This is an optimization exercise on Yosys and OpenROAD, whose aim is small area, a short achievable clock period and few clock cycles, not a production implementation. Function was not checked in any run shown here: the RTL went through the layout flow alone.

==> flow/design.v (outline; a module is shown in full before it is edited, if it fits) <==
// module serial_config_rx: 33 lines
// module mandel_engine: 138 lines
// module mandel_tree_x: 209 lines
// module mandel_tree_y: 125 lines
// module mandel_tree_e: 167 lines
// module mandel_render_top: 36 lines
module mandel_render_top #(
    parameter int IMG_W = 8,
    parameter int IMG_H = 6
) (
    input  logic                                 clk,
    input  logic                                 reset,
    input  logic                                 cfg_sen,
    input  logic                                 cfg_sclk,
    input  logic                                 cfg_sdata,
    output logic                                 pixel_valid,
    output logic [mandel_fixed_pkg::PIX_WIDTH-1:0] pixel_count,
    output logic                                 frame_done,
    output logic                                 busy
);
  // ...
==> flow/flow/run.sh <==
#!/bin/bash
set -euo pipefail
R="$PWD/orfs/results/$FLOW_PLATFORM/mandel_render_top/base"
bash standard.sh "$R/1_2_yosys.v" > synth_make.log 2>&1
cp "$R/1_2_yosys.v" yosys_netlist_before_polarity.v
python3 flow/polarity.py "$R/1_2_yosys.v" > polarity.log 2>&1
bash standard.sh finish SETUP_SLACK_MARGIN=6.0 > layout_make.log 2>&1
==> flow/flow/polarity.py <==
#!/usr/bin/env python3
"""Remove inverters around full adders in a flat Yosys netlist.

A full adder is self-dual: FA(~a, ~b, ~c) = (~sum, ~cout). Yosys's extract_fa
leaves many inverters between chained sky130 full adders. This pass collapses
every inverter chain into a polarity on its source net, chooses for each full
adder whether it computes the true or the complemented function (greedy local
search on the area of the inverters needed), may swap a gate for its
complemented twin (and2 <-> nand2, ...) when that saves an inverter, and then
puts back at most one inverter per source net that still needs its complement.

Only combinational inverters and full adders change; registers, ports and all
other cells keep their names and connections.

usage: polarity.py NETLIST.v [OUT.v]   (in place without OUT.v)
"""
import re
import sys
from collections import defaultdict

INV_RE = re.compile(r'^sky130_fd_sc_hd__(inv|clkinv)_\d+$')
FA_RE = re.compile(r'^sky130_fd_sc_hd__fa_\d+$')
OUT_PINS = {'X', 'Y', 'Q', 'Q_N', 'SUM', 'COUT', 'HI', 'LO'}
INV_AREA = 3.7536

# Gates with a complemented twin on the same input pins: (true, complement, area, area)
TWINS = [('and2_1', 'nand2_1', 6.256, 3.7536), ('or2_1', 'nor2_1', 6.256, 3.7536),
         ('xor2_1', 'xnor2_1', 8.7584, 8.7584), ('a21o_1', 'a21oi_1', 7.5072, 5.0048),
         ('o21a_1', 'o21ai_1', 7.5072, 5.0048), ('o21a_1', 'o21ai_0', 7.5072, 5.0048),
         ('and3_1', 'nand3_1', 6.256, 5.0048), ('or3_1', 'nor3_1', 6.256, 5.0048),
         ('a22o_1', 'a22oi_1', 8.7584, 7.5072), ('mux2_1', 'mux2i_1', 11.2608, 10.0096),
         ('o22a_1', 'o22ai_1', 8.7584, 6.256), ('a211o_1', 'a211oi_1', 8.7584, 7.5072),
         ('o211a_1', 'o211ai_1', 10.0096, 7.5072), ('and4_1', 'nand4_1', 8.7584, 6.256),
         ('or4_1', 'nor4_1', 7.5072, 6.256), ('and2b_1', 'nand2b_1', 7.5072, 6.256),
         ('or2b_1', 'nor2b_1', 7.5072, 6.256), ('a31o_1', 'a31oi_1', 8.7584, 6.256),
         ('o31a_1', 'o31ai_1', 8.7584, 7.5072), ('a21bo_1', 'a21boi_0', 10.0096, 7.5072),
         ('o21ba_1', 'o21bai_1', 10.0096, 7.5072), ('and3b_1', 'nand3b_1', 8.7584, 7.5072),
         ('or3b_1', 'nor3b_1', 8.7584, 7.5072), ('a32o_1', 'a32oi_1', 10.0096, 8.7584)]
TWIN = {}
for t, c, at, ac in TWINS:
    TWIN.setdefault('sky130_fd_sc_hd__' + t, ('sky130_fd_sc_hd__' + c, 'Y', ac - at))
    TWIN.setdefault('sky130_fd_sc_hd__' + c, ('sky130_fd_sc_hd__' + t, 'X', at - ac))

CELL_RE = re.compile(r'^([ \t]*)(sky130_fd_sc_hd__\w+)\s+(\\\S+\s|[\w$]+)\s*\((.*?)\);\s*$',
                     re.S | re.M)
PIN_RE = re.compile(r'\.(\w+)\(([^()]*)\)')


def norm(net):
    return net.strip()


def main():
    src = sys.argv[1]
    dst = sys.argv[2] if len(sys.argv) > 2 else src
    text = open(src).read()

    cells = []   # dict(type, name, pins: list of (pin, net), span)
    for m in CELL_RE.finditer(text):
        pins = [(p, norm(n)) for p, n in PIN_RE.findall(m.group(4))]
        cells.append(dict(indent=m.group(1), type=m.group(2), name=m.group(3),
                          pins=pins, span=m.span()))

    header = text[:cells[0]['span'][0]] if cells else text
    ports = set()
    for m in re.finditer(r'^\s*(input|output|inout)\s+(\[[^\]]*\]\s*)?([^;]+);', header, re.M):
        for n in m.group(3).split(','):
            ports.add(n.strip())
    if re.search(r'^\s*assign\b', text, re.M):
        assigned = set(re.findall(r'\\\S+\s|[\w$]+', ' '.join(
            re.findall(r'^\s*assign\s+(.*?);', text, re.M))))
    else:
        assigned = set()

    def base(net):
        return re.sub(r'\[\d+\]$', '', net.strip())

    def fixed(net):
        b = base(net)
        return (b in ports or net in assigned or b in assigned or "'" in net
                or net.startswith('{'))

    driver = {}
    for i, c in enumerate(cells):
        for p, n in c['pins']:
            if p in OUT_PINS:
                driver[n] = (i, p)

    # Inverters that can be collapsed
    inv_of = {}   # output net -> input net
    collapsed = set()
    for i, c in enumerate(cells):
        if INV_RE.match(c['type']):
            pins = dict(c['pins'])
            a, y = pins.get('A'), pins.get('Y')
            if a is None or y is None or fixed(y) or a == 'clk':
                continue
            inv_of[y] = a
            collapsed.add(i)

    def root(net):
        q = 0
        seen = set()
        while net in inv_of and net not in seen:
            seen.add(net)
            net = inv_of[net]
            q ^= 1
        return net, q

    fa_idx = [i for i, c in enumerate(cells) if FA_RE.match(c['type'])
              or (c['type'] in TWIN and i not in collapsed
                  and not any(fixed(n) for p, n in c['pins'] if p in OUT_PINS))]
    fa_pos = {i: k for k, i in enumerate(fa_idx)}
    flip = [0] * len(fa_idx)

    # ph(root) = flip of the full adder driving it, else 0
    def ph(r):
        d = driver.get(r)
        if d is not None and d[0] in fa_pos:
            return flip[fa_pos[d[0]]]
        return 0

    # loads: list of (cell index, pin, root, q)
    loads = []
    loads_of_root = defaultdict(list)
    for i, c in enumerate(cells):
        if i in collapsed:
            continue
        for p, n in c['pins']:
            if p in OUT_PINS:
                continue
            r, q = root(n)
            loads.append((i, p, r, q))
            loads_of_root[r].append(len(loads) - 1)
    # ports and assigned nets driven through collapsed inverters cannot occur
    # (their inverters are kept), so every kept net has its loads listed.

    is_fa = [bool(FA_RE.match(cells[i]['type'])) for i in fa_idx]

    def need(li):
        i, p, r, q = loads[li]
        f = flip[fa_pos[i]] if i in fa_pos and is_fa[fa_pos[i]] else 0
        return q ^ f ^ ph(r)

    def swap_area(k):
        return 0.0 if is_fa[k] else (TWIN[cells[fa_idx[k]]['type']][2] if flip[k] else 0.0)

    def cost_root(r):
        return 1 if any(need(li) for li in loads_of_root[r]) else 0

    def cost_local(k, rs):
        return INV_AREA * sum(cost_root(r) for r in rs) + swap_area(k)

    def fa_roots(k):
        i = fa_idx[k]
        rs = set()
        for p, n in cells[i]['pins']:
            if p in OUT_PINS:
                rs.add(n)
            elif is_fa[k]:
                rs.add(root(n)[0])
        return rs

    before = sum(cost_root(r) for r in loads_of_root)
    improved = True
    passes = 0
    while improved and passes < 50:
        improved = False
        passes += 1
        for k in range(len(fa_idx)):
            rs = fa_roots(k)
            c0 = cost_local(k, rs)
            flip[k] ^= 1
            c1 = cost_local(k, rs)
            if c1 < c0 - 1e-9:
                improved = True
            else:
                flip[k] ^= 1
    # Simulated annealing from the greedy result, keeping the best assignment
    import math
    import random
    rng = random.Random(1)
    rs_of = [fa_roots(k) for k in range(len(fa_idx))]

    def total():
        return INV_AREA * sum(cost_root(r) for r in loads_of_root) + sum(swap_area(k) for k in range(len(fa_idx)))

    cur = total()
    best, best_flip = cur, list(flip)
    steps = 300 * len(fa_idx)
    for step in range(steps):
        temp = 4.0 * (1.0 - step / steps) + 0.05
        k = rng.randrange(len(fa_idx))
        c0 = cost_local(k, rs_of[k])
        flip[k] ^= 1
        d = cost_local(k, rs_of[k]) - c0
        if d <= 0 or rng.random() < math.exp(-d / temp):
            cur += d
            if cur < best - 1e-9:
                best, best_flip = cur, list(flip)
        else:
            flip[k] ^= 1
    flip[:] = best_flip
    # finish with greedy descent
    improved = True
    while improved:
        improved = False
        for k in range(len(fa_idx)):
            c0 = cost_local(k, rs_of[k])
            flip[k] ^= 1
            if cost_local(k, rs_of[k]) < c0 - 1e-9:
                improved = True
            else:
                flip[k] ^= 1
    after = sum(cost_root(r) for r in loads_of_root)

    # New inverters: one per root that needs a complement
    inv_net = {}
    new_cells = []
    for r in sorted(loads_of_root):
        if cost_root(r):
            nm = 'pol_' + re.sub(r'[^A-Za-z0-9_]', '_', r.strip('\\ ')) + '_n'
            while nm in inv_net.values():
                nm += '_'
            inv_net[r] = nm
            new_cells.append((r, nm))

    def conn(li):
        i, p, r, q = loads[li]
        return inv_net[r] if need(li) else r

    def fmt_net(n):
        return n + ' ' if n.startswith('\\') and not n.endswith(' ') else n

    # Rebuild cell texts
    load_at = {}
    for li, (i, p, r, q) in enumerate(loads):
        load_at[(i, p)] = li
    out = []
    pos = 0
    for i, c in enumerate(cells):
        s, e = c['span']
        out.append(text[pos:s])
        pos = e
        if i in collapsed:
            continue
        lines = []
        typ = c['type']
        swapped = i in fa_pos and not is_fa[fa_pos[i]] and flip[fa_pos[i]]
        if swapped:
            typ = TWIN[c['type']][0]
        for p, n in c['pins']:
            if p in OUT_PINS:
                nn = n
                if swapped:
                    p = TWIN[c['type']][1]
            else:
                nn = conn(load_at[(i, p)])
            lines.append('%s    .%s(%s)' % (c['indent'], p, fmt_net(nn)))
        out.append('%s%s %s (\n%s\n%s);\n' % (c['indent'], typ, c['name'].rstrip(),
                                            ',\n'.join(lines), c['indent']))
    tail = text[pos:]
    add = []
    for k, (r, nm) in enumerate(new_cells):
        add.append('  sky130_fd_sc_hd__inv_1 pol_inv_%d (\n    .A(%s),\n    .Y(%s)\n  );\n'
                   % (k, fmt_net(r), nm))
    endm = tail.rfind('endmodule')
    tail = tail[:endm] + ''.join(add) + tail[endm:]
    body = ''.join(out) + tail
    # declare the new nets after the module header's declarations
    decl = ''.join('  wire %s;\n' % nm for r, nm in new_cells)
    first = CELL_RE.search(body)
    body = body[:first.start()] + decl + body[first.start():]
    open(dst, 'w').write(body)
    nfa = sum(is_fa)
    print('polarity: %d full adders (%d flipped), %d twin gates (%d swapped), inverters %d -> %d,'
          ' area change %.1f um2'
          % (nfa, sum(f for f, a in zip(flip, is_fa) if a), len(fa_idx) - nfa,
             sum(f for f, a in zip(flip, is_fa) if not a), len(collapsed), after,
             total() - INV_AREA * len(collapsed)))


if __name__ == '__main__':
    main()
==> flow/standard.sh <==
#!/bin/bash
# synth_recipe.tcl (not shown) runs the flow's synth.tcl, then flattens the netlist and writes it again
# the make line also repeats each setting of config.mk as NAME=value (left out here)
make -C /OpenROAD-flow-scripts/flow DESIGN_CONFIG=/design/flow/config.mk WORK_HOME=/design/flow/orfs CLKGATE_MAP_FILE= SYNTH_SCRIPT=/design/flow/synth_recipe.tcl "${@:-finish}"
==> flow/config.mk <==
export PLATFORM = sky130hd
export DESIGN_NAME = mandel_render_top
export DESIGN_NICKNAME = mandel_render_top
export VERILOG_FILES = /design/flow/design.v
export SDC_FILE = /design/flow/constraint.sdc
export NUM_CORES = 4
export LEC_CHECK = 0
export ABC_AREA = 1
export CAP_MARGIN = 20
export CORE_MARGIN = 2
export CORE_UTILIZATION = 40
export CTS_CLUSTER_DIAMETER = 150
export CTS_CLUSTER_SIZE = 20
export SLEW_MARGIN = 20
==> flow/constraint.sdc <==
create_clock -name core_clock -period 9.0 [get_ports {clk}]
set_input_delay 1.8000 -clock core_clock [delete_from_list [all_inputs] [get_ports {clk}]]
set_output_delay 1.8000 -clock core_clock [all_outputs]
set_load 0.01 [all_outputs]
==> metrics.md, run 1 <==
| Metric | Value |
|---|---|
| Worst hold endpoint | u_engine.k2[0] |
| Per-cell routed wire length | 17.5 µm |
| Placed insts | 1,755 |
| Drt total wl | 32.2 mm |
| Max_cap viols | 0 |
| Status | complete, no violations |
| Slew Viols, Final | 0 |
| Placed Instance Area | 0.0143 mm² |
| Top Metal Used | met4 |
| Die extent in y | ~190 µm |
| Vias post-DR | 9,189 |
| R2R depth | 7 |
| Finished Layout Cells | 1,842 |
| Clock skew | 0.0261 ns |
| FILL cells | 3,183 |
| WHS | around 0.33 ns |
| Most frequent cells in the layout | nand2_1, fa_1, inv_1, dfxtp_1, ha_1 |
| Core Box Area | about 0.034 mm² |
| Tap cells | 448 |
| Final Core Density | 46.6% |
| First-pass GRT wire length | ~50 mm |
| Final-layout clock buffer total | 21 |
| Mapped cell area | roughly 0.014 mm² |
| Regs by FF count | u_engine.xr2 (43), u_engine.er2 (34), u_rx.shreg (33) |
| Routing usage on met1 | 24.1% |
| R2R Setup Slk | 6.00 ns |
| Worst path max stage delay | 0.59 ns |
| Met3 Track Usage GR | 2.72% |
| Multi-input combinational area share | 55.1% |
| Global route hottest layer | met2 |
| GP Congestion | about 0.84 |
| Site Rows | 67 |
==> module serial_config_rx, before the edit <==
module serial_config_rx (
    input  logic                 clk,
    input  logic                 reset,
    input  logic                 cfg_sen,
    input  logic                 cfg_sclk,
    input  logic                 cfg_sdata,
    output mandel_cfg_pkg::cfg_t cfg,
    output logic                 start
);
    logic                                 sen_q, sen_qq;
    logic                                 sclk_q, sclk_qq;
    logic [mandel_cfg_pkg::CFG_WIDTH-1:0] shreg;
    always_ff @(posedge clk) begin
        if (reset) begin
            sen_q   <= 1'b0;
            sen_qq  <= 1'b0;
            sclk_q  <= 1'b0;
            sclk_qq <= 1'b0;
        end else begin
            sen_q   <= cfg_sen;
            sen_qq  <= sen_q;
            sclk_q  <= cfg_sclk;
            sclk_qq <= sclk_q;
        end
    end
    assign start = sen_qq & ~sen_q;
    always_ff @(posedge clk) begin
        if (sen_q && sclk_q && !sclk_qq) begin
            shreg <= {cfg_sdata, shreg[mandel_cfg_pkg::CFG_WIDTH-1:1]};
        end
    end
    assign cfg = shreg;
endmodule
==> module mandel_engine, before the edit <==
module mandel_engine (
    input  logic                 clk,
    input  logic                 reset,
    input  mandel_cfg_pkg::cfg_t cfg,
    input  logic                 start,
    output logic                 pixel_valid,
    output logic [3:0]           pixel_count,
    output logic                 frame_done,
    output logic                 busy
);
    logic               start_d;   
    logic               v1, f1, o1;
    logic [5:0]         p1;
    logic [6:0]         k1;
    logic [10:0]        zr1, zi1;
    logic               v2, f2, o2;
    logic [5:0]         p2;
    logic [6:0]         k2;
    logic [10:0]        xr2 [4];
    logic               xcin2;
    logic [10:0]        yr2 [3];
    logic               ycin2;
    logic [11:0]        er2 [3];
    logic               ecin2;
    logic               ovf2;
    logic [18:0] xr [4];
    logic [5:0]  xsh, ysh;
    logic [17:0] yr [3];
    logic [19:0] er [3];
    logic [8:0]  xlo, elo;
    logic [7:0]  ylo;
    logic        ovf;
    assign ovf = (zr1[10] ^ zr1[9]) | (zi1[10] ^ zi1[9]);
    assign xsh = 6'(p1[2:0]) << cfg.scaling;
    assign ysh = 6'(p1[5:3]) << cfg.scaling;
    mandel_tree_x u_tx (.zr(zr1[9:0]), .zi(zi1[9:0]), .cr(cfg.cr_offset), .xs(xsh),
                        .row0(xr[0]), .row1(xr[1]), .row2(xr[2]), .row3(xr[3]));
    mandel_tree_y u_ty (.zr(zr1[9:0]), .zi(zi1[9:0]), .ci(cfg.ci_offset), .ys(ysh),
                        .row0(yr[0]), .row1(yr[1]), .row2(yr[2]));
    mandel_tree_e u_te (.zr(zr1[9:0]), .zi(zi1[9:0]), .row0(er[0]), .row1(er[1]), .row2(er[2]));
    assign xlo = {1'b0, xr[0][7:0]} + {1'b0, xr[1][7:0]};
    assign ylo = {1'b0, yr[0][6:0]} + {1'b0, yr[1][6:0]};
    assign elo = {1'b0, er[0][7:0]} + {1'b0, er[1][7:0]};
    always_ff @(posedge clk) begin
        for (int i = 0; i < 4; i++) xr2[i] <= xr[i][18:8];
        for (int i = 0; i < 3; i++) yr2[i] <= yr[i][17:7];
        for (int i = 0; i < 3; i++) er2[i] <= er[i][19:8];
        xcin2 <= xlo[8];
        ycin2 <= ylo[7];
        ecin2 <= elo[8];
        ovf2  <= ovf;
        f2    <= f1;
        p2    <= p1;
        k2    <= k1;
    end
    logic [10:0] zr_n, zi_n;
    logic [11:0] mag;
    logic        esc, lim0, lim1, stop, fin, out_now, last, take;
    logic [6:0]  k_inc, cnt;
    logic [5:0]  p_new;
    logic [10:0] xt_s, xt_c, xu_s, xu_c, yu_s, yu_c;
    logic [11:0] eu_s, eu_c;
    assign xt_s = xr2[0] ^ xr2[1] ^ xr2[2];
    assign xt_c = {(xr2[0][9:0] & xr2[1][9:0]) | (xr2[0][9:0] & xr2[2][9:0]) | (xr2[1][9:0] & xr2[2][9:0]), 1'b0};
    assign xu_s = xt_s ^ xt_c ^ xr2[3];
    assign xu_c = {(xt_s[9:0] & xt_c[9:0]) | (xt_s[9:0] & xr2[3][9:0]) | (xt_c[9:0] & xr2[3][9:0]), xcin2};
    assign yu_s = yr2[0] ^ yr2[1] ^ yr2[2];
    assign yu_c = {(yr2[0][9:0] & yr2[1][9:0]) | (yr2[0][9:0] & yr2[2][9:0]) | (yr2[1][9:0] & yr2[2][9:0]), ycin2};
    assign eu_s = er2[0] ^ er2[1] ^ er2[2];
    assign eu_c = {(er2[0][10:0] & er2[1][10:0]) | (er2[0][10:0] & er2[2][10:0]) | (er2[1][10:0] & er2[2][10:0]), ecin2};
    assign zr_n  = xu_s + xu_c;
    assign zi_n  = yu_s + yu_c;
    assign mag   = eu_s + eu_c;
    assign esc   = ovf2 || (mag[11:10] != 2'd0);
    assign k_inc = k2 + 7'd1;
    assign lim0  = (k2 == cfg.max_ctr);
    assign lim1  = (k_inc == cfg.max_ctr);
    assign stop  = esc || lim0 || lim1;
    assign fin   = f2 || stop;
    assign cnt   = (f2 || esc || lim0) ? k2 : k_inc;
    assign out_now = v2 && fin && o2;
    assign last  = (p2 == 6'd47);
    assign take  = start_d || (out_now && (p2 < 6'd46));
    assign p_new = start_d ? 6'd1 : p2 + 6'd2;
    logic [3:0] cnt_sel, k_sel, nesc_sel;
    assign k_sel    = k2[cfg.ctr_select +: 4];
    assign nesc_sel = (lim1 && !f2 && !lim0) ? cfg.max_ctr[cfg.ctr_select +: 4] : k_sel;
    assign cnt_sel  = esc ? k_sel : nesc_sel;
    always_ff @(posedge clk) begin
        if (reset) begin
            busy        <= 1'b0;
            pixel_valid <= 1'b0;
            frame_done  <= 1'b0;
            start_d     <= 1'b0;
            v1          <= 1'b0;
            v2          <= 1'b0;
        end else begin
            start_d     <= start;
            pixel_valid <= out_now;
            frame_done  <= out_now && last;
            if (start) begin
                busy <= 1'b1;
                v1   <= 1'b1;
                v2   <= 1'b0;
            end else begin
                if (out_now && last) busy <= 1'b0;
                v1 <= take || (v2 && !out_now);
                v2 <= v1;
            end
        end
    end
    always_ff @(posedge clk) begin
        pixel_count <= cnt_sel;
        o2 <= o1 || out_now;
        if (start) begin
            p1  <= '0;
            o1  <= 1'b1;
            f1  <= 1'b0;
            k1  <= '0;
            zr1 <= '0;
            zi1 <= '0;
        end else if (take) begin
            p1  <= p_new;
            o1  <= 1'b0;
            f1  <= 1'b0;
            k1  <= '0;
            zr1 <= '0;
            zi1 <= '0;
        end else begin
            p1  <= p2;
            o1  <= o2 && !out_now;
            f1  <= fin;
            k1  <= fin ? cnt : k_inc;
            zr1 <= zr_n;
            zi1 <= zi_n;
        end
    end
endmodule
==> module mandel_tree_x, before the edit <==
module mandel_tree_x (
    input  logic [9:0] zr,
    input  logic [9:0] zi,
    input  logic [10:0] cr,
    input  logic [5:0] xs,
    output logic [18:0] row0,
    output logic [18:0] row1,
    output logic [18:0] row2,
    output logic [18:0] row3
);
    logic s1, k2, s3, k4, s5, k6, s7, k8, s9, k10, s11, k12, s13, k14, s15, k16;
    logic s17, k18, s19, k20, s21, k22, s23, k24, s25, k26, s27, k28, s29, k30, s31, k32;
    logic s33, k34, s35, k36, s37, k38, s39, k40, s41, k42, s43, k44, s45, k46, s47, k48;
    logic s49, k50, s51, k52, s53, k54, s55, k56, s57, k58, s59, k60, s61, k62, s63, k64;
    logic s65, k66, s67, k68, s69, k70, s71, k72, s73, k74, s75, k76, s77, k78, s79, k80;
    logic s81, k82, s83, k84, s85, k86, s87, k88, s89, k90, s91, k92, s93, k94, s95, k96;
    logic s97, k98, s99, k100, s101, k102, s103, k104, s105, k106, s107, k108, s109, k110, s111, k112;
    logic s113, k114, s115, k116, s117, k118, s119, k120, s121, k122, s123, k124, s125, k126, s127, k128;
    logic s129, k130, s131, k132, s133, k134, s135, k136, s137, k138, s139, k140, s141, k142, s143, k144;
    logic s145, k146, s147, k148, s149, k150, s151, k152, s153, k154, s155, k156, s157, k158, s159, k160;
    logic s161, k162, s163, k164, s165, k166, s167, k168, s169, k170, s171, k172, s173, k174, s175, k176;
    logic s177, k178, s179, k180, s181, k182;
    assign s1 = zr[0] ^ ~zi[0];
    assign k2 = zr[0] & ~zi[0];
    assign s3 = zr[1] ^ (zr[0] & zr[1]) ^ ~zi[1];
    assign k4 = (zr[1] & (zr[0] & zr[1])) | (zr[1] & ~zi[1]) | ((zr[0] & zr[1]) & ~zi[1]);
    assign s5 = ~(zi[0] & zi[1]) ^ 1'b1;
    assign k6 = ~(zi[0] & zi[1]) & 1'b1;
    assign s7 = (zr[0] & zr[2]) ^ ~(zi[0] & zi[2]) ^ 1'b1;
    assign k8 = ((zr[0] & zr[2]) & ~(zi[0] & zi[2])) | ((zr[0] & zr[2]) & 1'b1) | (~(zi[0] & zi[2]) & 1'b1);
    assign s9 = zr[2] ^ (zr[0] & zr[3]) ^ (zr[1] & zr[2]);
    assign k10 = (zr[2] & (zr[0] & zr[3])) | (zr[2] & (zr[1] & zr[2])) | ((zr[0] & zr[3]) & (zr[1] & zr[2]));
    assign s11 = ~zi[2] ^ ~(zi[0] & zi[3]) ^ ~(zi[1] & zi[2]);
    assign k12 = (~zi[2] & ~(zi[0] & zi[3])) | (~zi[2] & ~(zi[1] & zi[2])) | (~(zi[0] & zi[3]) & ~(zi[1] & zi[2]));
    assign s13 = (zr[0] & zr[4]) ^ (zr[1] & zr[3]) ^ ~(zi[0] & zi[4]);
    assign k14 = ((zr[0] & zr[4]) & (zr[1] & zr[3])) | ((zr[0] & zr[4]) & ~(zi[0] & zi[4])) | ((zr[1] & zr[3]) & ~(zi[0] & zi[4]));
    assign s15 = ~(zi[1] & zi[3]) ^ 1'b1;
    assign k16 = ~(zi[1] & zi[3]) & 1'b1;
    assign s17 = zr[3] ^ (zr[0] & zr[5]) ^ (zr[1] & zr[4]);
    assign k18 = (zr[3] & (zr[0] & zr[5])) | (zr[3] & (zr[1] & zr[4])) | ((zr[0] & zr[5]) & (zr[1] & zr[4]));
    assign s19 = (zr[2] & zr[3]) ^ ~zi[3] ^ ~(zi[0] & zi[5]);
    assign k20 = ((zr[2] & zr[3]) & ~zi[3]) | ((zr[2] & zr[3]) & ~(zi[0] & zi[5])) | (~zi[3] & ~(zi[0] & zi[5]));
    assign s21 = ~(zi[1] & zi[4]) ^ ~(zi[2] & zi[3]) ^ 1'b1;
    assign k22 = (~(zi[1] & zi[4]) & ~(zi[2] & zi[3])) | (~(zi[1] & zi[4]) & 1'b1) | (~(zi[2] & zi[3]) & 1'b1);
    assign s23 = (zr[0] & zr[6]) ^ (zr[1] & zr[5]) ^ (zr[2] & zr[4]);
    assign k24 = ((zr[0] & zr[6]) & (zr[1] & zr[5])) | ((zr[0] & zr[6]) & (zr[2] & zr[4])) | ((zr[1] & zr[5]) & (zr[2] & zr[4]));
    assign s25 = ~(zi[0] & zi[6]) ^ ~(zi[1] & zi[5]) ^ ~(zi[2] & zi[4]);
    assign k26 = (~(zi[0] & zi[6]) & ~(zi[1] & zi[5])) | (~(zi[0] & zi[6]) & ~(zi[2] & zi[4])) | (~(zi[1] & zi[5]) & ~(zi[2] & zi[4]));
    assign s27 = zr[4] ^ (zr[0] & zr[7]) ^ (zr[1] & zr[6]);
    assign k28 = (zr[4] & (zr[0] & zr[7])) | (zr[4] & (zr[1] & zr[6])) | ((zr[0] & zr[7]) & (zr[1] & zr[6]));
    assign s29 = zr[5] ^ ~(zr[0] & zr[9]) ^ (zr[1] & zr[8]);
    assign k30 = (zr[5] & ~(zr[0] & zr[9])) | (zr[5] & (zr[1] & zr[8])) | (~(zr[0] & zr[9]) & (zr[1] & zr[8]));
    assign s31 = k4 ^ k6;
    assign k32 = k4 & k6;
    assign s33 = k8 ^ s9 ^ s11;
    assign k34 = (k8 & s9) | (k8 & s11) | (s9 & s11);
    assign s35 = k10 ^ k12 ^ s13;
    assign k36 = (k10 & k12) | (k10 & s13) | (k12 & s13);
    assign s37 = k14 ^ k16 ^ s17;
    assign k38 = (k14 & k16) | (k14 & s17) | (k16 & s17);
    assign s39 = s19 ^ s21;
    assign k40 = s19 & s21;
    assign s41 = k18 ^ k20 ^ k22;
    assign k42 = (k18 & k20) | (k18 & k22) | (k20 & k22);
    assign s43 = s23 ^ s25 ^ 1'b1;
    assign k44 = (s23 & s25) | (s23 & 1'b1) | (s25 & 1'b1);
    assign s45 = k24 ^ k26 ^ s27;
    assign k46 = (k24 & k26) | (k24 & s27) | (k26 & s27);
    assign s47 = (zr[2] & zr[5]) ^ (zr[3] & zr[4]) ^ ~zi[4];
    assign k48 = ((zr[2] & zr[5]) & (zr[3] & zr[4])) | ((zr[2] & zr[5]) & ~zi[4]) | ((zr[3] & zr[4]) & ~zi[4]);
    assign s49 = ~(zi[0] & zi[7]) ^ ~(zi[1] & zi[6]) ^ ~(zi[2] & zi[5]);
    assign k50 = (~(zi[0] & zi[7]) & ~(zi[1] & zi[6])) | (~(zi[0] & zi[7]) & ~(zi[2] & zi[5])) | (~(zi[1] & zi[6]) & ~(zi[2] & zi[5]));
    assign s51 = k28 ^ (zr[0] & zr[8]) ^ (zr[1] & zr[7]);
    assign k52 = (k28 & (zr[0] & zr[8])) | (k28 & (zr[1] & zr[7])) | ((zr[0] & zr[8]) & (zr[1] & zr[7]));
    assign s53 = (zr[2] & zr[6]) ^ (zr[3] & zr[5]) ^ ~(zi[0] & zi[8]);
    assign k54 = ((zr[2] & zr[6]) & (zr[3] & zr[5])) | ((zr[2] & zr[6]) & ~(zi[0] & zi[8])) | ((zr[3] & zr[5]) & ~(zi[0] & zi[8]));
    assign s55 = ~(zi[1] & zi[7]) ^ ~(zi[2] & zi[6]) ^ ~(zi[3] & zi[5]);
    assign k56 = (~(zi[1] & zi[7]) & ~(zi[2] & zi[6])) | (~(zi[1] & zi[7]) & ~(zi[3] & zi[5])) | (~(zi[2] & zi[6]) & ~(zi[3] & zi[5]));
    assign s57 = s29 ^ (zr[2] & zr[7]) ^ (zr[3] & zr[6]);
    assign k58 = (s29 & (zr[2] & zr[7])) | (s29 & (zr[3] & zr[6])) | ((zr[2] & zr[7]) & (zr[3] & zr[6]));
    assign s59 = (zr[4] & zr[5]) ^ ~zi[5] ^ (zi[0] & zi[9]);
    assign k60 = ((zr[4] & zr[5]) & ~zi[5]) | ((zr[4] & zr[5]) & (zi[0] & zi[9])) | (~zi[5] & (zi[0] & zi[9]));
    assign s61 = ~(zi[1] & zi[8]) ^ ~(zi[2] & zi[7]) ^ ~(zi[3] & zi[6]);
    assign k62 = (~(zi[1] & zi[8]) & ~(zi[2] & zi[7])) | (~(zi[1] & zi[8]) & ~(zi[3] & zi[6])) | (~(zi[2] & zi[7]) & ~(zi[3] & zi[6]));
    assign s63 = ~(zi[4] & zi[5]) ^ cr[2];
    assign k64 = ~(zi[4] & zi[5]) & cr[2];
    assign s65 = k30 ^ ~(zr[1] & zr[9]) ^ (zr[2] & zr[8]);
    assign k66 = (k30 & ~(zr[1] & zr[9])) | (k30 & (zr[2] & zr[8])) | (~(zr[1] & zr[9]) & (zr[2] & zr[8]));
    assign s67 = (zr[3] & zr[7]) ^ (zr[4] & zr[6]) ^ (zi[1] & zi[9]);
    assign k68 = ((zr[3] & zr[7]) & (zr[4] & zr[6])) | ((zr[3] & zr[7]) & (zi[1] & zi[9])) | ((zr[4] & zr[6]) & (zi[1] & zi[9]));
    assign s69 = ~(zi[2] & zi[8]) ^ ~(zi[3] & zi[7]) ^ ~(zi[4] & zi[6]);
    assign k70 = (~(zi[2] & zi[8]) & ~(zi[3] & zi[7])) | (~(zi[2] & zi[8]) & ~(zi[4] & zi[6])) | (~(zi[3] & zi[7]) & ~(zi[4] & zi[6]));
    assign s71 = zr[6] ^ ~(zr[2] & zr[9]) ^ (zr[3] & zr[8]);
    assign k72 = (zr[6] & ~(zr[2] & zr[9])) | (zr[6] & (zr[3] & zr[8])) | (~(zr[2] & zr[9]) & (zr[3] & zr[8]));
    assign s73 = (zr[4] & zr[7]) ^ (zr[5] & zr[6]) ^ ~zi[6];
    assign k74 = ((zr[4] & zr[7]) & (zr[5] & zr[6])) | ((zr[4] & zr[7]) & ~zi[6]) | ((zr[5] & zr[6]) & ~zi[6]);
    assign s75 = (zi[2] & zi[9]) ^ ~(zi[3] & zi[8]) ^ ~(zi[4] & zi[7]);
    assign k76 = ((zi[2] & zi[9]) & ~(zi[3] & zi[8])) | ((zi[2] & zi[9]) & ~(zi[4] & zi[7])) | (~(zi[3] & zi[8]) & ~(zi[4] & zi[7]));
    assign s77 = ~(zr[3] & zr[9]) ^ (zr[4] & zr[8]) ^ (zr[5] & zr[7]);
    assign k78 = (~(zr[3] & zr[9]) & (zr[4] & zr[8])) | (~(zr[3] & zr[9]) & (zr[5] & zr[7])) | ((zr[4] & zr[8]) & (zr[5] & zr[7]));
    assign s79 = zr[7] ^ ~(zr[4] & zr[9]);
    assign k80 = zr[7] & ~(zr[4] & zr[9]);
    assign s81 = k32 ^ s33;
    assign k82 = k32 & s33;
    assign s83 = k34 ^ s35 ^ s15;
    assign k84 = (k34 & s35) | (k34 & s15) | (s35 & s15);
    assign s85 = k36 ^ s37 ^ s39;
    assign k86 = (k36 & s37) | (k36 & s39) | (s37 & s39);
    assign s87 = k38 ^ k40 ^ s41;
    assign k88 = (k38 & k40) | (k38 & s41) | (k40 & s41);
    assign s89 = k42 ^ k44 ^ s45;
    assign k90 = (k42 & k44) | (k42 & s45) | (k44 & s45);
    assign s91 = s47 ^ s49 ^ ~(zi[3] & zi[4]);
    assign k92 = (s47 & s49) | (s47 & ~(zi[3] & zi[4])) | (s49 & ~(zi[3] & zi[4]));
    assign s93 = k46 ^ k48 ^ k50;
    assign k94 = (k46 & k48) | (k46 & k50) | (k48 & k50);
    assign s95 = s51 ^ s53 ^ s55;
    assign k96 = (s51 & s53) | (s51 & s55) | (s53 & s55);
    assign s97 = cr[1] ^ xs[1];
    assign k98 = cr[1] & xs[1];
    assign s99 = k52 ^ k54 ^ k56;
    assign k100 = (k52 & k54) | (k52 & k56) | (k54 & k56);
    assign s101 = s57 ^ s59 ^ s61;
    assign k102 = (s57 & s59) | (s57 & s61) | (s59 & s61);
    assign s103 = s63 ^ xs[2] ^ 1'b1;
    assign k104 = (s63 & xs[2]) | (s63 & 1'b1) | (xs[2] & 1'b1);
    assign s105 = k58 ^ k60 ^ k62;
    assign k106 = (k58 & k60) | (k58 & k62) | (k60 & k62);
    assign s107 = k64 ^ s65 ^ s67;
    assign k108 = (k64 & s65) | (k64 & s67) | (s65 & s67);
    assign s109 = s69 ^ cr[3] ^ xs[3];
    assign k110 = (s69 & cr[3]) | (s69 & xs[3]) | (cr[3] & xs[3]);
    assign s111 = k66 ^ k68 ^ k70;
    assign k112 = (k66 & k68) | (k66 & k70) | (k68 & k70);
    assign s113 = s71 ^ s73 ^ s75;
    assign k114 = (s71 & s73) | (s71 & s75) | (s73 & s75);
    assign s115 = ~(zi[5] & zi[6]) ^ cr[4] ^ xs[4];
    assign k116 = (~(zi[5] & zi[6]) & cr[4]) | (~(zi[5] & zi[6]) & xs[4]) | (cr[4] & xs[4]);
    assign s117 = k72 ^ k74 ^ k76;
    assign k118 = (k72 & k74) | (k72 & k76) | (k74 & k76);
    assign s119 = s77 ^ (zi[3] & zi[9]) ^ ~(zi[4] & zi[8]);
    assign k120 = (s77 & (zi[3] & zi[9])) | (s77 & ~(zi[4] & zi[8])) | ((zi[3] & zi[9]) & ~(zi[4] & zi[8]));
    assign s121 = ~(zi[5] & zi[7]) ^ cr[5] ^ xs[5];
    assign k122 = (~(zi[5] & zi[7]) & cr[5]) | (~(zi[5] & zi[7]) & xs[5]) | (cr[5] & xs[5]);
    assign s123 = k78 ^ s79 ^ (zr[5] & zr[8]);
    assign k124 = (k78 & s79) | (k78 & (zr[5] & zr[8])) | (s79 & (zr[5] & zr[8]));
    assign s125 = (zr[6] & zr[7]) ^ ~zi[7] ^ (zi[4] & zi[9]);
    assign k126 = ((zr[6] & zr[7]) & ~zi[7]) | ((zr[6] & zr[7]) & (zi[4] & zi[9])) | (~zi[7] & (zi[4] & zi[9]));
    assign s127 = ~(zi[5] & zi[8]) ^ ~(zi[6] & zi[7]) ^ cr[6];
    assign k128 = (~(zi[5] & zi[8]) & ~(zi[6] & zi[7])) | (~(zi[5] & zi[8]) & cr[6]) | (~(zi[6] & zi[7]) & cr[6]);
    assign s129 = k80 ^ ~(zr[5] & zr[9]) ^ (zr[6] & zr[8]);
    assign k130 = (k80 & ~(zr[5] & zr[9])) | (k80 & (zr[6] & zr[8])) | (~(zr[5] & zr[9]) & (zr[6] & zr[8]));
    assign s131 = (zi[5] & zi[9]) ^ ~(zi[6] & zi[8]);
    assign k132 = (zi[5] & zi[9]) & ~(zi[6] & zi[8]);
    assign s133 = zr[8] ^ ~(zr[6] & zr[9]) ^ (zr[7] & zr[8]);
    assign k134 = (zr[8] & ~(zr[6] & zr[9])) | (zr[8] & (zr[7] & zr[8])) | (~(zr[6] & zr[9]) & (zr[7] & zr[8]));
    assign s135 = ~zi[8] ^ (zi[6] & zi[9]);
    assign k136 = ~zi[8] & (zi[6] & zi[9]);
    assign s137 = k86 ^ s87;
    assign k138 = k86 & s87;
    assign s139 = k88 ^ s89 ^ s91;
    assign k140 = (k88 & s89) | (k88 & s91) | (s89 & s91);
    assign s141 = cr[0] ^ xs[0];
    assign k142 = cr[0] & xs[0];
    assign s143 = k90 ^ k92 ^ s93;
    assign k144 = (k90 & k92) | (k90 & s93) | (k92 & s93);
    assign s145 = s95 ^ s97 ^ 1'b1;
    assign k146 = (s95 & s97) | (s95 & 1'b1) | (s97 & 1'b1);
    assign s147 = k94 ^ k96 ^ k98;
    assign k148 = (k94 & k96) | (k94 & k98) | (k96 & k98);
    assign s149 = s99 ^ s101 ^ s103;
    assign k150 = (s99 & s101) | (s99 & s103) | (s101 & s103);
    assign s151 = k100 ^ k102 ^ k104;
    assign k152 = (k100 & k102) | (k100 & k104) | (k102 & k104);
    assign s153 = s105 ^ s107 ^ s109;
    assign k154 = (s105 & s107) | (s105 & s109) | (s107 & s109);
    assign s155 = k106 ^ k108 ^ k110;
    assign k156 = (k106 & k108) | (k106 & k110) | (k108 & k110);
    assign s157 = s111 ^ s113 ^ s115;
    assign k158 = (s111 & s113) | (s111 & s115) | (s113 & s115);
    assign s159 = k112 ^ k114 ^ k116;
    assign k160 = (k112 & k114) | (k112 & k116) | (k114 & k116);
    assign s161 = s117 ^ s119 ^ s121;
    assign k162 = (s117 & s119) | (s117 & s121) | (s119 & s121);
    assign s163 = k118 ^ k120 ^ k122;
    assign k164 = (k118 & k120) | (k118 & k122) | (k120 & k122);
    assign s165 = s123 ^ s125 ^ s127;
    assign k166 = (s123 & s125) | (s123 & s127) | (s125 & s127);
    assign s167 = k124 ^ k126 ^ k128;
    assign k168 = (k124 & k126) | (k124 & k128) | (k126 & k128);
    assign s169 = s129 ^ s131 ^ cr[7];
    assign k170 = (s129 & s131) | (s129 & cr[7]) | (s131 & cr[7]);
    assign s171 = k130 ^ k132 ^ s133;
    assign k172 = (k130 & k132) | (k130 & s133) | (k132 & s133);
    assign s173 = s135 ^ ~(zi[7] & zi[8]) ^ cr[8];
    assign k174 = (s135 & ~(zi[7] & zi[8])) | (s135 & cr[8]) | (~(zi[7] & zi[8]) & cr[8]);
    assign s175 = k134 ^ k136 ^ ~(zr[7] & zr[9]);
    assign k176 = (k134 & k136) | (k134 & ~(zr[7] & zr[9])) | (k136 & ~(zr[7] & zr[9]));
    assign s177 = (zi[7] & zi[9]) ^ cr[9];
    assign k178 = (zi[7] & zi[9]) & cr[9];
    assign s179 = zr[9] ^ ~(zr[8] & zr[9]) ^ ~zi[9];
    assign k180 = (zr[9] & ~(zr[8] & zr[9])) | (zr[9] & ~zi[9]) | (~(zr[8] & zr[9]) & ~zi[9]);
    assign s181 = (zi[8] & zi[9]) ^ ~cr[10] ^ 1'b1;
    assign k182 = ((zi[8] & zi[9]) & ~cr[10]) | ((zi[8] & zi[9]) & 1'b1) | (~cr[10] & 1'b1);
    assign row0 = {k176, k172, k168, k164, k160, k156, k152, k148, k144, k140, k138, s137, k84, k82, s81, s31, s3, k2, s1};
    assign row1 = {k178, k174, k170, k166, k162, k158, k154, k150, k146, k142, s139, s43, s85, s83, 1'b1, s7, s5, 1'b1, 1'b1};
    assign row2 = {s179, s175, s171, s167, s163, s159, s155, s151, s147, s143, s141, 1'b0, 1'b0, 1'b0, 1'b0, 1'b0, 1'b0, 1'b0, 1'b0};
    assign row3 = {s181, s177, s173, s169, s165, s161, s157, s153, s149, s145, 1'b1, 1'b0, 1'b0, 1'b0, 1'b0, 1'b0, 1'b0, 1'b0, 1'b0};
endmodule
==> inputs of run 2 (changes only) <==
--- a/flow/design.v
+++ b/flow/design.v
@@ -42,4 +42,5 @@
     logic                                 sen_q, sen_qq;
     logic                                 sclk_q, sclk_qq;
+    logic                                 sdata_q;
     logic [mandel_cfg_pkg::CFG_WIDTH-1:0] shreg;
     always_ff @(posedge clk) begin
@@ -55,9 +56,10 @@
             sclk_qq <= sclk_q;
         end
+        sdata_q <= cfg_sdata;
     end
     assign start = sen_qq & ~sen_q;
     always_ff @(posedge clk) begin
         if (sen_q && sclk_q && !sclk_qq) begin
-            shreg <= {cfg_sdata, shreg[mandel_cfg_pkg::CFG_WIDTH-1:1]};
+            shreg <= {sdata_q, shreg[mandel_cfg_pkg::CFG_WIDTH-1:1]};
         end
     end
@@ -83,15 +85,15 @@
     logic [5:0]         p2;
     logic [6:0]         k2;
-    logic [10:0]        xr2 [4];
+    logic [10:0]        xr2 [3];
     logic               xcin2;
-    logic [10:0]        yr2 [3];
+    logic [10:0]        yr2 [2];
     logic               ycin2;
-    logic [11:0]        er2 [3];
+    logic [11:0]        er2 [2];
     logic               ecin2;
     logic               ovf2;
-    logic [18:0] xr [4];
+    logic [18:0] xr [3];
     logic [5:0]  xsh, ysh;
-    logic [17:0] yr [3];
-    logic [19:0] er [3];
+    logic [17:0] yr [2];
+    logic [19:0] er [2];
     logic [8:0]  xlo, elo;
     logic [7:0]  ylo;
@@ -101,15 +103,15 @@
     assign ysh = 6'(p1[5:3]) << cfg.scaling;
     mandel_tree_x u_tx (.zr(zr1[9:0]), .zi(zi1[9:0]), .cr(cfg.cr_offset), .xs(xsh),
-                        .row0(xr[0]), .row1(xr[1]), .row2(xr[2]), .row3(xr[3]));
+                        .row0(xr[0]), .row1(xr[1]), .row2(xr[2]));
     mandel_tree_y u_ty (.zr(zr1[9:0]), .zi(zi1[9:0]), .ci(cfg.ci_offset), .ys(ysh),
-                        .row0(yr[0]), .row1(yr[1]), .row2(yr[2]));
-    mandel_tree_e u_te (.zr(zr1[9:0]), .zi(zi1[9:0]), .row0(er[0]), .row1(er[1]), .row2(er[2]));
+                        .row0(yr[0]), .row1(yr[1]));
+    mandel_tree_e u_te (.zr(zr1[9:0]), .zi(zi1[9:0]), .row0(er[0]), .row1(er[1]));
     assign xlo = {1'b0, xr[0][7:0]} + {1'b0, xr[1][7:0]};
     assign ylo = {1'b0, yr[0][6:0]} + {1'b0, yr[1][6:0]};
     assign elo = {1'b0, er[0][7:0]} + {1'b0, er[1][7:0]};
     always_ff @(posedge clk) begin
-        for (int i = 0; i < 4; i++) xr2[i] <= xr[i][18:8];
-        for (int i = 0; i < 3; i++) yr2[i] <= yr[i][17:7];
-        for (int i = 0; i < 3; i++) er2[i] <= er[i][19:8];
+        for (int i = 0; i < 3; i++) xr2[i] <= xr[i][18:8];
+        for (int i = 0; i < 2; i++) yr2[i] <= yr[i][17:7];
+        for (int i = 0; i < 2; i++) er2[i] <= er[i][19:8];
         xcin2 <= xlo[8];
         ycin2 <= ylo[7];
@@ -125,17 +127,15 @@
     logic [6:0]  k_inc, cnt;
     logic [5:0]  p_new;
-    logic [10:0] xt_s, xt_c, xu_s, xu_c, yu_s, yu_c;
+    logic [10:0] xu_s, xu_c, yu_s, yu_c;
     logic [11:0] eu_s, eu_c;
-    assign xt_s = xr2[0] ^ xr2[1] ^ xr2[2];
-    assign xt_c = {(xr2[0][9:0] & xr2[1][9:0]) | (xr2[0][9:0] & xr2[2][9:0]) | (xr2[1][9:0] & xr2[2][9:0]), 1'b0};
-    assign xu_s = xt_s ^ xt_c ^ xr2[3];
-    assign xu_c = {(xt_s[9:0] & xt_c[9:0]) | (xt_s[9:0] & xr2[3][9:0]) | (xt_c[9:0] & xr2[3][9:0]), xcin2};
-    assign yu_s = yr2[0] ^ yr2[1] ^ yr2[2];
-    assign yu_c = {(yr2[0][9:0] & yr2[1][9:0]) | (yr2[0][9:0] & yr2[2][9:0]) | (yr2[1][9:0] & yr2[2][9:0]), ycin2};
-    assign eu_s = er2[0] ^ er2[1] ^ er2[2];
-    assign eu_c = {(er2[0][10:0] & er2[1][10:0]) | (er2[0][10:0] & er2[2][10:0]) | (er2[1][10:0] & er2[2][10:0]), ecin2};
+    assign xu_s = xr2[0] ^ xr2[1] ^ xr2[2];
+    assign xu_c = {(xr2[0][9:0] & xr2[1][9:0]) | (xr2[0][9:0] & xr2[2][9:0]) | (xr2[1][9:0] & xr2[2][9:0]), xcin2};
+    assign yu_s = yr2[0];
+    assign yu_c = yr2[1];
+    assign eu_s = er2[0];
+    assign eu_c = er2[1];
     assign zr_n  = xu_s + xu_c;
-    assign zi_n  = yu_s + yu_c;
-    assign mag   = eu_s + eu_c;
+    assign zi_n  = yu_s + yu_c + 11'(ycin2);
+    assign mag   = eu_s + eu_c + 12'(ecin2);
     assign esc   = ovf2 || (mag[11:10] != 2'd0);
     assign k_inc = k2 + 7'd1;
@@ -210,6 +210,5 @@
     output logic [18:0] row0,
     output logic [18:0] row1,
-    output logic [18:0] row2,
-    output logic [18:0] row3
+    output logic [18:0] row2
 );
     logic s1, k2, s3, k4, s5, k6, s7, k8, s9, k10, s11, k12, s13, k14, s15, k16;
@@ -224,5 +223,6 @@
     logic s145, k146, s147, k148, s149, k150, s151, k152, s153, k154, s155, k156, s157, k158, s159, k160;
     logic s161, k162, s163, k164, s165, k166, s167, k168, s169, k170, s171, k172, s173, k174, s175, k176;
-    logic s177, k178, s179, k180, s181, k182;
+    logic s177, k178, s179, k180, s181, k182, s183, k184, s185, k186, s187, k188, s189, k190, s191, k192;
+    logic s193, k194, s195, k196, s197, k198, s199, k200, s201, k202, s203, k204;
     assign s1 = zr[0] ^ ~zi[0];
     assign k2 = zr[0] & ~zi[0];
@@ -407,8 +407,29 @@
     assign s181 = (zi[8] & zi[9]) ^ ~cr[10] ^ 1'b1;
     assign k182 = ((zi[8] & zi[9]) & ~cr[10]) | ((zi[8] & zi[9]) & 1'b1) | (~cr[10] & 1'b1);
-    assign row0 = {k176, k172, k168, k164, k160, k156, k152, k148, k144, k140, k138, s137, k84, k82, s81, s31, s3, k2, s1};
-    assign row1 = {k178, k174, k170, k166, k162, k158, k154, k150, k146, k142, s139, s43, s85, s83, 1'b1, s7, s5, 1'b1, 1'b1};
-    assign row2 = {s179, s175, s171, s167, s163, s159, s155, s151, s147, s143, s141, 1'b0, 1'b0, 1'b0, 1'b0, 1'b0, 1'b0, 1'b0, 1'b0};
-    assign row3 = {s181, s177, s173, s169, s165, s161, s157, s153, s149, s145, 1'b1, 1'b0, 1'b0, 1'b0, 1'b0, 1'b0, 1'b0, 1'b0, 1'b0};
+    assign s183 = k138 ^ s139;
+    assign k184 = k138 & s139;
+    assign s185 = k140 ^ k142 ^ s143;
+    assign k186 = (k140 & k142) | (k140 & s143) | (k142 & s143);
+    assign s187 = k144 ^ k146 ^ s147;
+    assign k188 = (k144 & k146) | (k144 & s147) | (k146 & s147);
+    assign s189 = k148 ^ k150 ^ s151;
+    assign k190 = (k148 & k150) | (k148 & s151) | (k150 & s151);
+    assign s191 = k152 ^ k154 ^ s155;
+    assign k192 = (k152 & k154) | (k152 & s155) | (k154 & s155);
+    assign s193 = k156 ^ k158 ^ s159;
+    assign k194 = (k156 & k158) | (k156 & s159) | (k158 & s159);
+    assign s195 = k160 ^ k162 ^ s163;
+    assign k196 = (k160 & k162) | (k160 & s163) | (k162 & s163);
+    assign s197 = k164 ^ k166 ^ s167;
+    assign k198 = (k164 & k166) | (k164 & s167) | (k166 & s167);
+    assign s199 = k168 ^ k170 ^ s171;
+    assign k200 = (k168 & k170) | (k168 & s171) | (k170 & s171);
+    assign s201 = k172 ^ k174 ^ s175;
+    assign k202 = (k172 & k174) | (k172 & s175) | (k174 & s175);
+    assign s203 = k176 ^ k178 ^ s179;
+    assign k204 = (k176 & k178) | (k176 & s179) | (k178 & s179);
+    assign row0 = {k202, k200, k198, k196, k194, k192, k190, k188, k186, k184, s183, s137, k84, k82, s81, s31, s3, k2, s1};
+    assign row1 = {s203, s201, s199, s197, s195, s193, s191, s189, s187, s185, s141, s43, s85, s83, 1'b1, s7, s5, 1'b1, 1'b1};
+    assign row2 = {s181, s177, s173, s169, s165, s161, s157, s153, s149, s145, 1'b1, 1'b0, 1'b0, 1'b0, 1'b0, 1'b0, 1'b0, 1'b0, 1'b0};
 endmodule
 module mandel_tree_y (
@@ -418,6 +439,5 @@
     input  logic [5:0] ys,
     output logic [17:0] row0,
-    output logic [17:0] row1,
-    output logic [17:0] row2
+    output logic [17:0] row1
 );
     logic bo0, bt0, bn0, bo1, bt1, bn1, bo2, bt2, bn2, bo3, bt3, bn3, bo4, bt4, bn4, s1;
@@ -427,5 +447,6 @@
     logic k50, s51, k52, s53, k54, s55, k56, s57, k58, s59, k60, s61, k62, s63, k64, s65;
     logic k66, s67, k68, s69, k70, s71, k72, s73, k74, s75, k76, s77, k78, s79, k80, s81;
-    logic k82, s83, k84, s85, k86, s87, k88, s89, k90;
+    logic k82, s83, k84, s85, k86, s87, k88, s89, k90, s91, k92, s93, k94, s95, k96, s97;
+    logic k98, s99, k100, s101, k102, s103, k104, s105, k106, s107, k108, s109, k110, s111, k112;
     assign bo0 = zi[0] ^ 1'b0;
     assign bt0 = (zi[1] & ~zi[0] & ~1'b0) | (~zi[1] & zi[0] & 1'b0);
@@ -533,7 +554,28 @@
     assign s89 = k70 ^ ~(((bo3 & zr[9]) | (bt3 & zr[9])) ^ bn3) ^ (((bo4 & zr[8]) | (bt4 & zr[7])) ^ bn4);
     assign k90 = (k70 & ~(((bo3 & zr[9]) | (bt3 & zr[9])) ^ bn3)) | (k70 & (((bo4 & zr[8]) | (bt4 & zr[7])) ^ bn4)) | (~(((bo3 & zr[9]) | (bt3 & zr[9])) ^ bn3) & (((bo4 & zr[8]) | (bt4 & zr[7])) ^ bn4));
-    assign row0 = {k90, k88, k86, k84, k82, k80, k78, k76, k74, k72, s71, k36, k34, s33, k2, s1, (((bo0 & zr[1]) | (bt0 & zr[0])) ^ bn0), ((bo0 & zr[0]) ^ bn0)};
-    assign row1 = {(((bo4 & zr[9]) | (bt4 & zr[8])) ^ bn4), s89, s87, s85, s83, s81, s79, s77, s75, s73, s41, s37, s35, bn2, s3, bn1, 1'b0, bn0};
-    assign row2 = {~ci[10], ci[9], 1'b1, ci[7], s65, s61, s57, s53, s49, s45, ys[0], 1'b0, 1'b0, 1'b0, 1'b0, 1'b0, 1'b0, 1'b0};
+    assign s91 = s71 ^ s41;
+    assign k92 = s71 & s41;
+    assign s93 = k72 ^ s73 ^ s45;
+    assign k94 = (k72 & s73) | (k72 & s45) | (s73 & s45);
+    assign s95 = k74 ^ s75 ^ s49;
+    assign k96 = (k74 & s75) | (k74 & s49) | (s75 & s49);
+    assign s97 = k76 ^ s77 ^ s53;
+    assign k98 = (k76 & s77) | (k76 & s53) | (s77 & s53);
+    assign s99 = k78 ^ s79 ^ s57;
+    assign k100 = (k78 & s79) | (k78 & s57) | (s79 & s57);
+    assign s101 = k80 ^ s81 ^ s61;
+    assign k102 = (k80 & s81) | (k80 & s61) | (s81 & s61);
+    assign s103 = k82 ^ s83 ^ s65;
+    assign k104 = (k82 & s83) | (k82 & s65) | (s83 & s65);
+    assign s105 = k84 ^ s85 ^ ci[7];
+    assign k106 = (k84 & s85) | (k84 & ci[7]) | (s85 & ci[7]);
+    assign s107 = k86 ^ s87 ^ 1'b1;
+    assign k108 = (k86 & s87) | (k86 & 1'b1) | (s87 & 1'b1);
+    assign s109 = k88 ^ s89 ^ ci[9];
+    assign k110 = (k88 & s89) | (k88 & ci[9]) | (s89 & ci[9]);
+    assign s111 = k90 ^ (((bo4 & zr[9]) | (bt4 & zr[8])) ^ bn4) ^ ~ci[10];
+    assign k112 = (k90 & (((bo4 & zr[9]) | (bt4 & zr[8])) ^ bn4)) | (k90 & ~ci[10]) | ((((bo4 & zr[9]) | (bt4 & zr[8])) ^ bn4) & ~ci[10]);
+    assign row0 = {k110, k108, k106, k104, k102, k100, k98, k96, k94, k92, s91, k36, k34, s33, k2, s1, (((bo0 & zr[1]) | (bt0 & zr[0])) ^ bn0), ((bo0 & zr[0]) ^ bn0)};
+    assign row1 = {s111, s109, s107, s105, s103, s101, s99, s97, s95, s93, ys[0], s37, s35, bn2, s3, bn1, 1'b0, bn0};
 endmodule
 module mandel_tree_e (
@@ -541,6 +583,5 @@
     input  logic [9:0] zi,
     output logic [19:0] row0,
-    output logic [19:0] row1,
-    output logic [19:0] row2
+    output logic [19:0] row1
 );
     logic s1, k2, s3, k4, s5, k6, s7, k8, s9, k10, s11, k12, s13, k14, s15, k16;
@@ -553,5 +594,6 @@
     logic s113, k114, s115, k116, s117, k118, s119, k120, s121, k122, s123, k124, s125, k126, s127, k128;
     logic s129, k130, s131, k132, s133, k134, s135, k136, s137, k138, s139, k140, s141, k142, s143, k144;
-    logic s145, k146;
+    logic s145, k146, s147, k148, s149, k150, s151, k152, s153, k154, s155, k156, s157, k158, s159, k160;
+    logic s161, k162, s163, k164, s165, k166, s167, k168;
     assign s1 = zr[1] ^ (zr[0] & zr[1]) ^ zi[1];
     assign k2 = (zr[1] & (zr[0] & zr[1])) | (zr[1] & zi[1]) | ((zr[0] & zr[1]) & zi[1]);
@@ -700,7 +742,28 @@
     assign s145 = zr[9] ^ ~(zr[8] & zr[9]) ^ zi[9];
     assign k146 = (zr[9] & ~(zr[8] & zr[9])) | (zr[9] & zi[9]) | (~(zr[8] & zr[9]) & zi[9]);
-    assign row0 = {k146, k144, k142, k140, k138, k136, k134, k132, k130, k128, k126, s125, k86, k84, s83, s35, k2, s1, 1'b0, zr[0]};
-    assign row1 = {1'b0, s145, s143, s141, s139, s137, s135, s133, s131, s129, s127, s91, s87, s85, (zi[1] & zi[3]), s7, s3, (zi[0] & zi[1]), 1'b0, zi[0]};
-    assign row2 = {1'b0, ~(zi[8] & zi[9]), ~(zi[7] & zi[9]), s123, s119, s115, s111, s107, s103, s99, s95, (zi[3] & zi[4]), 1'b0, 1'b0, 1'b0, 1'b0, 1'b0, 1'b0, 1'b0, 1'b0};
+    assign s147 = s125 ^ s91;
+    assign k148 = s125 & s91;
+    assign s149 = k126 ^ s127 ^ s95;
+    assign k150 = (k126 & s127) | (k126 & s95) | (s127 & s95);
+    assign s151 = k128 ^ s129 ^ s99;
+    assign k152 = (k128 & s129) | (k128 & s99) | (s129 & s99);
+    assign s153 = k130 ^ s131 ^ s103;
+    assign k154 = (k130 & s131) | (k130 & s103) | (s131 & s103);
+    assign s155 = k132 ^ s133 ^ s107;
+    assign k156 = (k132 & s133) | (k132 & s107) | (s133 & s107);
+    assign s157 = k134 ^ s135 ^ s111;
+    assign k158 = (k134 & s135) | (k134 & s111) | (s135 & s111);
+    assign s159 = k136 ^ s137 ^ s115;
+    assign k160 = (k136 & s137) | (k136 & s115) | (s137 & s115);
+    assign s161 = k138 ^ s139 ^ s119;
+    assign k162 = (k138 & s139) | (k138 & s119) | (s139 & s119);
+    assign s163 = k140 ^ s141 ^ s123;
+    assign k164 = (k140 & s141) | (k140 & s123) | (s141 & s123);
+    assign s165 = k142 ^ s143 ^ ~(zi[7] & zi[9]);
+    assign k166 = (k142 & s143) | (k142 & ~(zi[7] & zi[9])) | (s143 & ~(zi[7] & zi[9]));
+    assign s167 = k144 ^ s145 ^ ~(zi[8] & zi[9]);
+    assign k168 = (k144 & s145) | (k144 & ~(zi[8] & zi[9])) | (s145 & ~(zi[8] & zi[9]));
+    assign row0 = {k168, k166, k164, k162, k160, k158, k156, k154, k152, k150, k148, s147, k86, k84, s83, s35, k2, s1, 1'b0, zr[0]};
+    assign row1 = {k146, s167, s165, s163, s161, s159, s157, s155, s153, s151, s149, (zi[3] & zi[4]), s87, s85, (zi[1] & zi[3]), s7, s3, (zi[0] & zi[1]), 1'b0, zi[0]};
 endmodule
 `timescale 1ns/1ns
--- a/flow/flow/polarity.py
+++ b/flow/flow/polarity.py
@@ -174,40 +174,4 @@
             c1 = cost_local(k, rs)
             if c1 < c0 - 1e-9:
-                improved = True
-            else:
-                flip[k] ^= 1
-    # Simulated annealing from the greedy result, keeping the best assignment
-    import math
-    import random
-    rng = random.Random(1)
-    rs_of = [fa_roots(k) for k in range(len(fa_idx))]
-
-    def total():
-        return INV_AREA * sum(cost_root(r) for r in loads_of_root) + sum(swap_area(k) for k in range(len(fa_idx)))
-
-    cur = total()
-    best, best_flip = cur, list(flip)
-    steps = 300 * len(fa_idx)
-    for step in range(steps):
-        temp = 4.0 * (1.0 - step / steps) + 0.05
-        k = rng.randrange(len(fa_idx))
-        c0 = cost_local(k, rs_of[k])
-        flip[k] ^= 1
-        d = cost_local(k, rs_of[k]) - c0
-        if d <= 0 or rng.random() < math.exp(-d / temp):
-            cur += d
-            if cur < best - 1e-9:
-                best, best_flip = cur, list(flip)
-        else:
-            flip[k] ^= 1
-    flip[:] = best_flip
-    # finish with greedy descent
-    improved = True
-    while improved:
-        improved = False
-        for k in range(len(fa_idx)):
-            c0 = cost_local(k, rs_of[k])
-            flip[k] ^= 1
-            if cost_local(k, rs_of[k]) < c0 - 1e-9:
                 improved = True
             else:
@@ -274,9 +238,7 @@
     open(dst, 'w').write(body)
     nfa = sum(is_fa)
-    print('polarity: %d full adders (%d flipped), %d twin gates (%d swapped), inverters %d -> %d,'
-          ' area change %.1f um2'
+    print('polarity: %d full adders (%d flipped), %d twin gates (%d swapped), inverters %d -> %d'
           % (nfa, sum(f for f, a in zip(flip, is_fa) if a), len(fa_idx) - nfa,
-             sum(f for f, a in zip(flip, is_fa) if not a), len(collapsed), after,
-             total() - INV_AREA * len(collapsed)))
+             sum(f for f, a in zip(flip, is_fa) if not a), len(collapsed), after))
 
 
--- a/flow/config.mk
+++ b/flow/config.mk
@@ -6,9 +6,6 @@
 export NUM_CORES = 4
 export LEC_CHECK = 0
-export ABC_AREA = 1
 export CAP_MARGIN = 20
 export CORE_MARGIN = 2
 export CORE_UTILIZATION = 40
-export CTS_CLUSTER_DIAMETER = 150
-export CTS_CLUSTER_SIZE = 20
 export SLEW_MARGIN = 20
==> run 2 against run 1 <==
Compared with the run above:
- worst setup slack got worse by 0.37 ns
- first-iteration DRC count down 27%
- critical path depth up 3
- utilization is 1.5 points higher
- flip-flop and latch count decreased by 30
- design area shrank 0.88%
- clock skew decreased by 0.010 ns
- critical path type unchanged
- critical endpoint is now u_engine.yr2[1][1]
==> metrics.md, run 2 <==
| Metric | Value |
|---|---|
| Status | complete, no violations (unchanged) |
| Slowest-stage cell, CP | fa_1 (unchanged) |
| Max_cap viols | 0 (unchanged) |
| Die ar. | 0.0341 mm² (was 0.0358 mm²) |
| # DRC | 0 (unchanged) |
| First-pass GRT wire length | 47.3 mm (was 49.9 mm) |
| CP endpoint kind | register (unchanged) |
| F_max | 0.296 GHz (was 0.333 GHz) |
| Core Box Area | 0.0324 mm² (was 0.0337 mm²) |
| 1st-iter DRT viols | 479 (was 652) |
| DIE WIDTH | 185 µm (was 189 µm) |
| Most Frequent Cell on Critical Path | fa_1 (unchanged) |
| Port bufs | 11 (unchanged) |
| H-Tree Level Count | 4 (was 1) |
| Worst EP required | 9.33 ns (was 9.36 ns) |
| Worst path max stage delay | 0.58 ns (was 0.59 ns) |
| Largest net degree at the start of global routing | 34 (was 30) |
| Met1 wire length | 13.1 mm (was 14.1 mm) |
| Layout Nets | 1,544 (was 1,678) |
| Clock skew | 0.0159 ns (was 0.0261 ns) |
| Initial core utilization | 40.3% (was 40.7%) |
| Detailed placer's ending HPWL | 20.7 mm (was 23.3 mm) |
| Sink Count | 182 (was 212) |
| Iteration count of the initial detailed-routing pass | 7 (was 5) |
| Final Core Density | 48.1% (was 46.6%) |
| Vias post-DR | 8,337 (was 9,189) |
| Data arrival, critical path | 3.70 ns (was 3.36 ns) |
| Area grow syn2layout | 19.1% (was 14.3%) |
| Regs by FF count | u_rx.shreg (33), u_engine.xr2 (32), u_engine.er2 (24) (was u_engine.xr2 (43), u_engine.er2 (34), u_rx.shreg (33)) |
| Clock root buffer | clkbuf_16 (unchanged) |
| Startpoint Class | register (unchanged) |
| CTS max path bufs | 2 (was 3) |
| Top Metal Used | met4 (unchanged) |
| Post-DRT Antenna Nets | 0 (unchanged) |
| Die extent in y | 185 µm (was 189 µm) |
| Site Rows | 66 (was 67) |
| Commonest non-fill, non-tap cell in the layout | inv_1 (was nand2_1) |
| Placed insts | 1,595 (was 1,755) |
| Most frequent cells in the layout | inv_1, dfxtp_1, fa_1 (was nand2_1, fa_1, inv_1, dfxtp_1, ha_1) |
| Vias per cell | 4.89 (was 4.99) |
| Mapped cell area | 0.0131 mm² (was 0.0137 mm²) |
| Insertion delay to the later sink of the worst-skew pair | 0.45 ns (was 0.49 ns) |
| Fin Setup TNS | 0 ns (unchanged) |
| Final setup vio count | 0 (unchanged) |
| Slew Viols, Final | 0 (unchanged) |
| Worst Tran Pin Value | 0.730 ns (was 0.955 ns) |
| Fin crit share | 37.5% (was 33.4%) |
| Drt total wl | 29.4 mm (was 32.2 mm) |
| Cell breakdown of the critical path | clkinvlp_4, or3_4, o21ai_4, a22oi_1, xnor2_1, fa_1, inv_1, fa_1, fa_1, fa_1 (was buf_4, buf_4, and2_1, fa_1, fa_1, fa_1, fa_1) |
| Per-cell routed wire length | 17.3 µm (was 17.5 µm) |
| Hold-fix buffers at CTS | 0 (unchanged) |
| RSZ-0062 raised after global routing | yes (unchanged) |
| Syn Inst Count | 1,191 (was 1,330) |
| GP Congestion | 0.843 (was 0.836) |
| Hold crit path type | reg2reg (unchanged) |
| Clock slew seen by the registers of the worst setup and hold paths | 0.08 ns (was 0.09 ns) |
| Post-Syn Area per Cell | 11.0 µm² (was 10.3 µm²) |
| Ys Warns | 11 (unchanged) |
| CTS tree | done (unchanged) |
| All-Layer GR Usage | 18.4% (was 17.8%) |
| Metal2 WL | 13.9 mm (was 15.3 mm) |
| Critical path class | reg2reg (unchanged) |
| Met3 WL | 1.40 mm (was 1.66 mm) |
| Slew HR | 51.2% (was 36.1%) |
| Syn Nets | 1,485 (was 1,622) |
| Initial antenna violation count | 0 (was 1) |
| Diodes inserted | 0 (was 1) |
| Total CTS buffers | 17 (was 14) |
| Max reg flops | 33 (was 43) |
| GR Overflow Total | 0 (unchanged) |
| Share of cells above drive strength 1 | 24.5% (was 12.9%) |
| Min Tclk post-route | 3.37 ns (was 3.00 ns) |
| Number of global-route vias before repair | 8,767 (was 9,415) |
| Final Hold Viols | 0 (unchanged) |
| Crit Path Max Fanout | 5 (was 7) |
| Most flop-heavy register | u_rx.shreg (was u_engine.xr2) |
| Finished Layout Cells | 1,705 (was 1,842) |
| WHS | 0.325 ns (was 0.326 ns) |
| IO Pins | 12 (unchanged) |
==> run 2: worst paths after layout <==
check / start / endpoint / slack [ns] / cells past startpoint
worst max-delay path: u_engine.zi1[5] / u_engine.yr2[1][1] / 5.63 / 10
worst min-delay path: u_engine.f1 / u_engine.f2 / 0.33 / 0
worst max register to register: u_engine.zi1[5] / u_engine.yr2[1][1] / 5.63 / 10
worst min register to register: u_engine.f1 / u_engine.f2 / 0.33 / 0
==> run 2: through the flow <==
step | worst slack [ns] | cell area (µm²)
finish | 5.63 | 15600
floorplan | 5.68 | 13600
global route | 5.54 | 15600
global placement | 4.99 | 13800
CTS | 5.65 | 15000
detailed placement | 4.95 | 13800
==> run 2: layout make-up <==
type,count,area (µm²)
Clock buffer,17,425
Clock inverter,15,198
Fill cell,2932,16800
Inverter,166,644
Multi-Input combinational cell,789,8780
Sequential cell,182,4040
Tap cell,442,553
Timing Repair Buffer,94,917
==> run 2: per-layer routing <==
| metal | track usage, % | vias to the layer above |
|---|---|---|
| met4 | 6.98 | 0 |
| met3 | 3.10 | 48 |
| li1 | - | 3929 |
| met1 | 24.8 | 4180 |
| met5 | 0 | - |
| met2 | 29.6 | 180 |
==> run 2: worst max-delay path: cells and delay by family (launching register included) <==
| family | cells | cell delay [ns] |
|---|---|---|
| adders and majority gates | 4 | 1.87 |
| buffers and inverters | 2 | 0.16 |
| and+or+nand+nor | 1 | 0.40 |
| xor gates and xnor gates | 1 | 0.17 |
| AOI/OAI and AO/OA | 2 | 0.26 |
| DFF | 1 | 0.40 |
==> run 2: what timing repair did <==
action                                  CTS  global route
endpoints found under the setup margin  102            72
gates cloned                              2             1
setup buffers                            43            31
gates resized for setup                  74            72
pin swaps                                22            52

## static timing again, ports no longer ideal
The results above use ideal ports. As a check the final layouts listed here were re-extracted and re-timed, cells and wires unchanged.
Step 1 sets driving cells, clkbuf_16 on the clock port and buf_2 on the other inputs (assumed; they add their load-dependent delay and slew).
Step 2 times the ports against the registers' clock, not the clock port: input delays grow and output delays shrink by t, the midpoint of the rising clock arrivals with the driver on.
Slacks: ideal / step 1 / step 2; pairs: ideal / step 1.
run	t (ns)	setup slack, ns	worst setup path at the end
run 1	0.532	5.996 / 5.996 / 5.996	register to register
run 2	0.496	5.626 / 5.626 / 5.626	register to register
After both steps every run listed still meets setup and hold.
